Background: an optimization exercise with open tools, aiming at small area, a short achievable clock period and few clock cycles. Do not read the settings as production practice.
Only simulation tests tie the RTL to the original design; equivalence was not proved.
No activity file was given, so power comes from the tool's default toggle rates.

==> flow/design.v (outline; a module is shown in full before it is edited, if it fits) <==
// module lane_regfile: 38 lines
// module lane_alu: 24 lines
// module mul_stage_a: 1353 lines
// module mul_stage_b: 247 lines
// module mul_unit: 14 lines
// module lane_unit: 43 lines
// module commit_agg: 31 lines
// module vector_unit: 135 lines
module vector_unit (
	input  wire                                 clock,
	input  wire                                 rst,
	input  wire                                 cmd_valid,
	input  wire  [2:0]                          cmd_op,
	input  wire  [vu_pkg::REG_BITS-1:0]         cmd_rd,
	input  wire  [vu_pkg::REG_BITS-1:0]         cmd_rs1,
	input  wire  [vu_pkg::REG_BITS-1:0]         cmd_rs2,
	input  wire  [vu_pkg::DATA_W-1:0]           cmd_scalar,
	input  wire  [vu_pkg::TID_W-1:0]            cmd_thread_id,
	input  wire  [vu_pkg::ISSUE_W-1:0]          cmd_issue_no,
	input  wire  [vu_pkg::NUM_LANES-1:0]        cmd_lanes,
	output logic                                cmd_ready,
	input  wire  [vu_pkg::LANE_BITS-1:0]        scalar_lane,
	input  wire  [vu_pkg::REG_BITS-1:0]         scalar_reg,
	output logic [vu_pkg::DATA_W-1:0]           scalar_data,
	output logic                                commit_req,
	output logic [vu_pkg::ISSUE_W-1:0]          commit_no,
	input  wire                                 commit_grant
);
  // ...
==> flow/run.sh <==
#!/bin/bash
# synth_recipe.tcl (not shown) runs the flow's synth.tcl, then flattens the netlist and writes it again
# the make line also repeats each setting of config.mk as NAME=value (left out here)
make -C /OpenROAD-flow-scripts/flow DESIGN_CONFIG=/design/flow/config.mk WORK_HOME=/design/flow/orfs CLKGATE_MAP_FILE= SYNTH_SCRIPT=/design/flow/synth_recipe.tcl finish
==> flow/config.mk <==
export PLATFORM = sky130hd
export DESIGN_NAME = vector_unit
export DESIGN_NICKNAME = vector_unit
export VERILOG_FILES = /design/flow/design.v
export SDC_FILE = /design/flow/constraint.sdc
export NUM_CORES = 4
export LEC_CHECK = 0
export ABC_CLOCK_PERIOD_IN_PS = 3000
export CAP_MARGIN = 20
export CORE_MARGIN = 2
export CORE_UTILIZATION = 40
export PLACE_DENSITY = 0.6
export SETUP_SLACK_MARGIN = 3.9
export SLEW_MARGIN = 20
==> flow/constraint.sdc <==
create_clock -name core_clock -period 10.0 [get_ports {clock}]
set_input_delay 2.0000 -clock core_clock [delete_from_list [all_inputs] [get_ports {clock}]]
set_output_delay 2.0000 -clock core_clock [all_outputs]
set_load 0.01 [all_outputs]
==> metrics.md, run 1 <==
| Metric | Value |
|---|---|
| Status | `finished clean` |
| DP Wirelength | `403000 um` |
| Vias in the first global route | `93600` |
| Highest routed layer | `met5` |
| Clock sinks | `1361` |
| Tap Count | `3366` |
| Num CTS Buffers | `162` |
| CTS Buffer Depth | `3` |
| Asr flop ratio synth | `0%` |
| Placed Instances | `13300` |
| Post-synthesis register bit count | `1361` |
| Post-Syn Area per Cell | `9.78 um2` |
| Slowest CP cell | `o21ai_1` |
| CTS hold repair buffers | `0` |
| Reg2reg setup slack | `3.70 ns` |
| R2R depth | `11` |
| Placed Area | `107000 um2` |
| CP endpoint | `g_mul[0].mul_i.s_q[102]` |
| Post-route clock skew | `0.0827 ns` |
| Met3 WL | `99200 um` |
| CP Capture Type | `flop` |
| Crit-path cells | `buf_4, buf_12, a22oi_1, nand4_1, o21ai_1, o22ai_1, nor2_1, fa_1, inv_1, fa_1, fa_1` |
| Most frequent cells in the layout | `a22oi_1, edfxtp_1, o21ai_0, a21oi_1, inv_1` |
| Gr ovfl total | `0` |
| I/O Buffers | `106` |
| Seq/Total Area, Yosys | `37.2%` |
| Top power group | `combinational cells` |
| Met3 usage | `19.3%` |
| Crit path launch | `ex_sel1[3]` |
| Syn Inst Count | `10400` |
| Vias per cell | `7.44` |
| M1 wire length | `212000 um` |
| Fin nets | `11100` |
| Fraction of the mapped netlist area in simple logic gates | `8.24%` |
| Hold WS | `0.463 ns` |
| Syn. warnings | `9` |
| Clock Latency Late Sink | `0.87 ns` |
| Via count | `103000` |
| Top Usage Layer GRT | `met2` |
Testbench counts, summed over its fixed seeds: cycles 3,985.
==> inputs of run 2 (changes only) <==
==> flow/flow/run.sh (new file) <==
#!/bin/bash
# The standard layout (standard.sh, all steps), except that the port
# buffers placed at global placement are plain buffers (buf_6) rather than
# the delay-type buffer the flow picks by default. Every port still gets
# its buffer. The flow's output goes to standard.log.
set -e
line='export BUFFER_PORTS_ARGS = -buffer_cell sky130_fd_sc_hd__buf_6'
for cfg in "$FLOW_CONFIG" config.mk; do
	if [ -n "$cfg" ] && [ -f "$cfg" ] && ! grep -q BUFFER_PORTS_ARGS "$cfg"; then
		echo "$line" >> "$cfg"
	fi
done
bash standard.sh > standard.log 2>&1
==> flow/standard.sh (new file) <==
#!/bin/bash
# synth_recipe.tcl (not shown) runs the flow's synth.tcl, then flattens the netlist and writes it again
# the make line also repeats each setting of config.mk as NAME=value (left out here)
make -C /OpenROAD-flow-scripts/flow DESIGN_CONFIG=/design/flow/config.mk WORK_HOME=/design/flow/orfs CLKGATE_MAP_FILE= SYNTH_SCRIPT=/design/flow/synth_recipe.tcl "${@:-finish}"
--- a/flow/config.mk
+++ b/flow/config.mk
@@ -12,3 +12,4 @@
 export PLACE_DENSITY = 0.6
 export SETUP_SLACK_MARGIN = 3.9
 export SLEW_MARGIN = 20
+export BUFFER_PORTS_ARGS = -buffer_cell sky130_fd_sc_hd__buf_6
removed: flow/run.sh
==> run 2 against run 1 <==
Effect of this change: still clean on timing, DRC and antenna; sequential cell count stayed put; first-iteration DRC count rose by 6.9%; power decreased by 2.8%; combinational power fell by 4%; via count down 1.2%; setup slack improved by 0.084 ns; critical path type is now in2out; highest routed layer unchanged.
==> metrics.md, run 2 <==
| Metric | Value |
|---|---|
| Worst reg2reg startpoint | `ex_sel2[1] (was ex_sel1[3])` |
| Drt total wl | `544000 um (was 589000 um)` |
| Crit path kind | `in2out (was reg2reg)` |
| Global Route Usage Sum | `40.3% (was 43.7%)` |
| Drc violations | `0 (unchanged)` |
| Syn Inst Count | `10400 (unchanged)` |
| Share of layout cells above drive strength 1 | `12.5% (was 13.0%)` |
| Area Overhead vs Synth | `12.9% (was 14.1%)` |
| Final hold vios | `0 (unchanged)` |
| Num CTS Buffers | `157 (was 162)` |
| Gr ovfl total | `0 (unchanged)` |
| Achievable Freq | `161 MHz (was 159 MHz)` |
| Routed wire per std cell | `39.7 um (was 42.6 um)` |
| Asr flop ratio synth | `0% (unchanged)` |
| Post-route clock skew | `0.0571 ns (was 0.0827 ns)` |
| Leading cell type by number of instances after synthesis | `a22oi_1 (unchanged)` |
| CTS tree | `built (unchanged)` |
| Leakage Power | `41.4 nW (was 42.0 nW)` |
| Clock sinks | `1361 (unchanged)` |
| Critical Path AT | `4.22 ns (was 7.03 ns)` |
| Commonest non-fill, non-tap cell in the layout | `a22oi_1 (unchanged)` |
| Post-synth top cells | `a22oi_1, edfxtp_1, o21ai_0, a21oi_1, clkbuf_1 (unchanged)` |
| Sw Ratio | `52.0% (was 53.3%)` |
| Peak supply drop | `0.000641 V (was 0.000811 V)` |
| Final setup viols | `0 (unchanged)` |
| Clock Latency Late Sink | `0.88 ns (was 0.87 ns)` |
| # rows | `185 (unchanged)` |
| Reg2reg setup slack | `3.85 ns (was 3.70 ns)` |
| CTS Buffer Depth | `3 (unchanged)` |
| Largest regs | `g_lane.lane_i.regfile_i.regs x1024, g_mul.mul_i.s_q x258, ex_scalar x32 (unchanged)` |
| Starting Density | `40.1% (unchanged)` |
| Hold Crit Start | `ex_step[0] (unchanged)` |
| Fin area | `115000 um2 (was 116000 um2)` |
| GPL Wtd Cong | `1.08 (was 1.05)` |
| I/O Buffers | `106 (unchanged)` |
| Fin crit period | `6.22 ns (was 6.30 ns)` |
| Max Transition Viols Final | `0 (unchanged)` |
| H-tree depth | `4 (unchanged)` |
| Syn. warnings | `9 (unchanged)` |
| Post-Syn Area per Cell | `9.78 um2 (unchanged)` |
| First-pass GRT wire length | `742000 um (was 790000 um)` |
| Seq/Total Area, Yosys | `37.2% (unchanged)` |
| Max incr delay on CP | `0.44 ns (was 1.19 ns)` |
| Filler cells | `23500 (was 23600)` |
| Critical path required time | `8.00 ns (was 10.73 ns)` |
| Mapped Nets | `11200 (unchanged)` |
| CTS hold repair buffers | `0 (unchanged)` |
| CTS root buf | `clkbuf_16 (unchanged)` |
| Clk pin slew, worst setup/hold paths | `0.06 ns (about the same)` |
| Slowest CP cell | `or3_4 (was o21ai_1)` |
| Crit path launch | `scalar_lane[0] (was ex_sel1[3])` |
| Slew headroom | `17.8% (was 12.3%)` |
| Distinct cells, synth | `115 (unchanged)` |
| Pwr dens | `448 nW/um2 (was 456 nW/um2)` |
| Top_reg_cell synth | `edfxtp_1 (unchanged)` |
| Worst R2R End | `g_lane[1].lane_i.regfile_i.regs[7][16] (was g_mul[0].mul_i.s_q[102])` |
| R2R depth | `17 (was 11)` |
| Period utilization | `62.2% (was 63.0%)` |
| CP endpoint | `scalar_data[24] (was g_mul[0].mul_i.s_q[102])` |
| Min-delay worst type | `reg2reg (unchanged)` |
| Die Width | `508 um (unchanged)` |
| Seq pwr share | `21.4% (was 20.9%)` |
| Comb power frac | `66.9% (was 67.8%)` |
| Biggest register | `g_lane.lane_i.regfile_i.regs (unchanged)` |
| Synth area leader | `edfxtp_1 (unchanged)` |
| DRT iter0 DRCs | `21000 (was 19600)` |
| Die height | `508 um (unchanged)` |
| Initial DRT Pass Iterations | `14 (was 13)` |
| Top cells by area, synth | `edfxtp_1, a22oi_1, fa_1 (unchanged)` |
| Fin nets | `11000 (was 11100)` |
| Initial antenna violation count | `28 (was 38)` |
| Crit-path cells | `buf_12, or3b_4, buf_4, nor2_4, buf_6, buf_4, a22o_1, a221oi_1, nand4_1, or3_4, buf_6 (was buf_4, buf_12, a22oi_1, nand4_1, o21ai_1, o22ai_1, nor2_1, fa_1, inv_1, fa_1, fa_1)` |
| Nature of the critical path startpoint | `primary input (was flop)` |
| CP Capture Type | `output pin (was flop)` |
| Vias in the first global route | `94100 (was 93600)` |
| Largest register FFs | `1024 (unchanged)` |
| Max Cap Viol | `0 (unchanged)` |
| Largest net degree at the start of global routing | `89 (was 99)` |
| Synth top area share | `31.2% (unchanged)` |
| DP Worst Slack | `2.88 ns (was 1.89 ns)` |
| Status | `finished clean (unchanged)` |
| Final setup margin | `3.78 ns (was 3.70 ns)` |
| Core footprint | `253000 um2 (unchanged)` |
| Placed Area | `107000 um2 (about the same)` |
| Synth Cell Area | `102000 um2 (unchanged)` |
| Via count | `102000 (was 103000)` |
| Crit-path max FO | `14 (was 49)` |
| Post-synthesis register bit count | `1361 (unchanged)` |
| EDFF count, synth | `1055 (unchanged)` |
| Die Footprint | `258000 um2 (unchanged)` |
| Vias per cell | `7.41 (was 7.44)` |
| Psw | `26.7 mW (was 28.2 mW)` |
| Worst Tran Pin Value | `1.23 ns (was 1.32 ns)` |
| Most frequent cells in the layout | `a22oi_1, edfxtp_1, o21ai_0, a21oi_1, inv_1 (unchanged)` |
| Clock share of power | `11.7% (was 11.3%)` |
| DP Wirelength | `362000 um (was 403000 um)` |
| RSZ-0062 raised after global routing | `yes (unchanged)` |
| TNS Setup | `0 ns (unchanged)` |
| IO Pins | `107 (unchanged)` |
| Pint | `24.7 mW (about the same)` |
| ANT nets after route | `0 (unchanged)` |
## run 2: cell counts after synthesis
No cell type changed its count.
## run 2: per-stage QoR
step	hold WS (ns)	power [mW]	util (%)	std cells
after global routing	0.496	54.3	45.3	13700
after global placement	0.449	43.3	42.0	13200
after CTS	0.465	50.2	44.7	13600
after floorplan	0.432	31.3	-	10400
final	0.463	51.4	45.3	13700
after detailed placement	0.456	43.8	42.0	13200
## run 2: what timing repair did
item | in CTS | in global routing
setup buffers | 77 | 47
gates resized for setup | 141 | 144
endpoints found under the hold margin | 0 | 0
cloned | 3 | 9
pin swaps | 48 | 59
setup endpoints to repair | 302 | 429
## run 2: logic make-up (layout without fill, tap and decap cells)
group	count (synthesis)	in the layout	share of synthesized area, %
compound gates	4463	4463	30.1
simple gates	1628	1629	8.24
buf+inv	1579	1491	6.66
flops	1361	1361	37.2
fa+ha+maj	804	804	12.7
xor+xnor	511	511	4.45
mux	49	50	0.649
other cells	0	26	0
## run 2: how the worst min path moves through the flow
stage                  to  slack [ns]  cells past startpoint
2_1_floorplan  ex_step[0]        0.43                      1
3_3_place_gp   ex_step[0]        0.45                      1
3_5_place_dp   ex_step[0]        0.46                      1
4_1_cts        ex_step[0]        0.47                      1
5_1_grt        ex_step[0]        0.50                      1
6_report       ex_step[0]        0.46                      1
## run 2: power by group through the flow
stage | registers [mW] | clock network, mW | logic, mW
finish | 11.0 | 6.03 | 34.4
global route | 11.0 | 6.27 | 37.1
CTS | 10.8 | 6.04 | 33.4
detailed placement | 10.9 | 0 | 33.0
global placement | 10.9 | 0 | 32.4
floorplan | 10.0 | 0 | 21.3
## run 2: layer usage
metal / track usage, % / routed length (um) / part of all wire, % / vias up
li1: - / - / - / 39700
met1: 51.5 / 190000 / 35 / 49200
met2: 54.7 / 211000 / 39 / 10100
met3: 17.7 / 95100 / 17 / 2570
met4: 26.4 / 47200 / 8.7 / 25
met5: 1.31 / 748 / 0.14 / -
## run 2: cell type report
cell class                 count  area, um2  area share (%)
antenna                       26       65.1          0.0567
tap                         3366       4210            3.67
clock inverter               104       1110           0.969
sequential                  1361      37800            32.9
multi-input combinational   7457      59000            51.4
timing repair buffer         598       6150            5.36
inverter                     602       2270            1.98
clock buffer                 187       4180            3.64
## run 2: worst max-delay path, delay by kind of cell
family          cells  cell delay (ns)
compound gates      2             0.46
buf+inv             5             0.80
simple gates        4             0.94

-- re-timing with driven ports --
The results above use ideal ports. As a check the final layouts listed here were re-extracted and re-timed, cells and wires unchanged. Step 1 (the two cells are an assumption about what drives the block):
set clk [get_ports {clock}]
set_driving_cell -lib_cell sky130_fd_sc_hd__clkbuf_16 $clk
set_driving_cell -lib_cell sky130_fd_sc_hd__buf_2 [delete_from_list [all_inputs] $clk]
Step 2 adds t to the input delays and takes it off the output delays; t is the mean of the earliest and latest rising clock arrival at the registers after step 1. Input paths then give back, and output paths get back, about the clock's delay inside the block. Slacks: no drivers / after step 1 / after step 2; pairs: no drivers / after step 1.
run | t (ns) | setup WS [ns] | worst data-port slew with drivers (ns) | pins driven straight from the clock port
run 1 | 0.942 | 3.699 / 3.656 / 3.656 | 0.18 | 1
run 2 | 0.958 | 3.783 / 3.717 / 3.717 | 0.22 | 1
After both steps setup and hold are still met in every run listed. The setup slack of run 2, which loses most, moves by -0.066 ns with the drivers and by -0.066 ns with both steps.
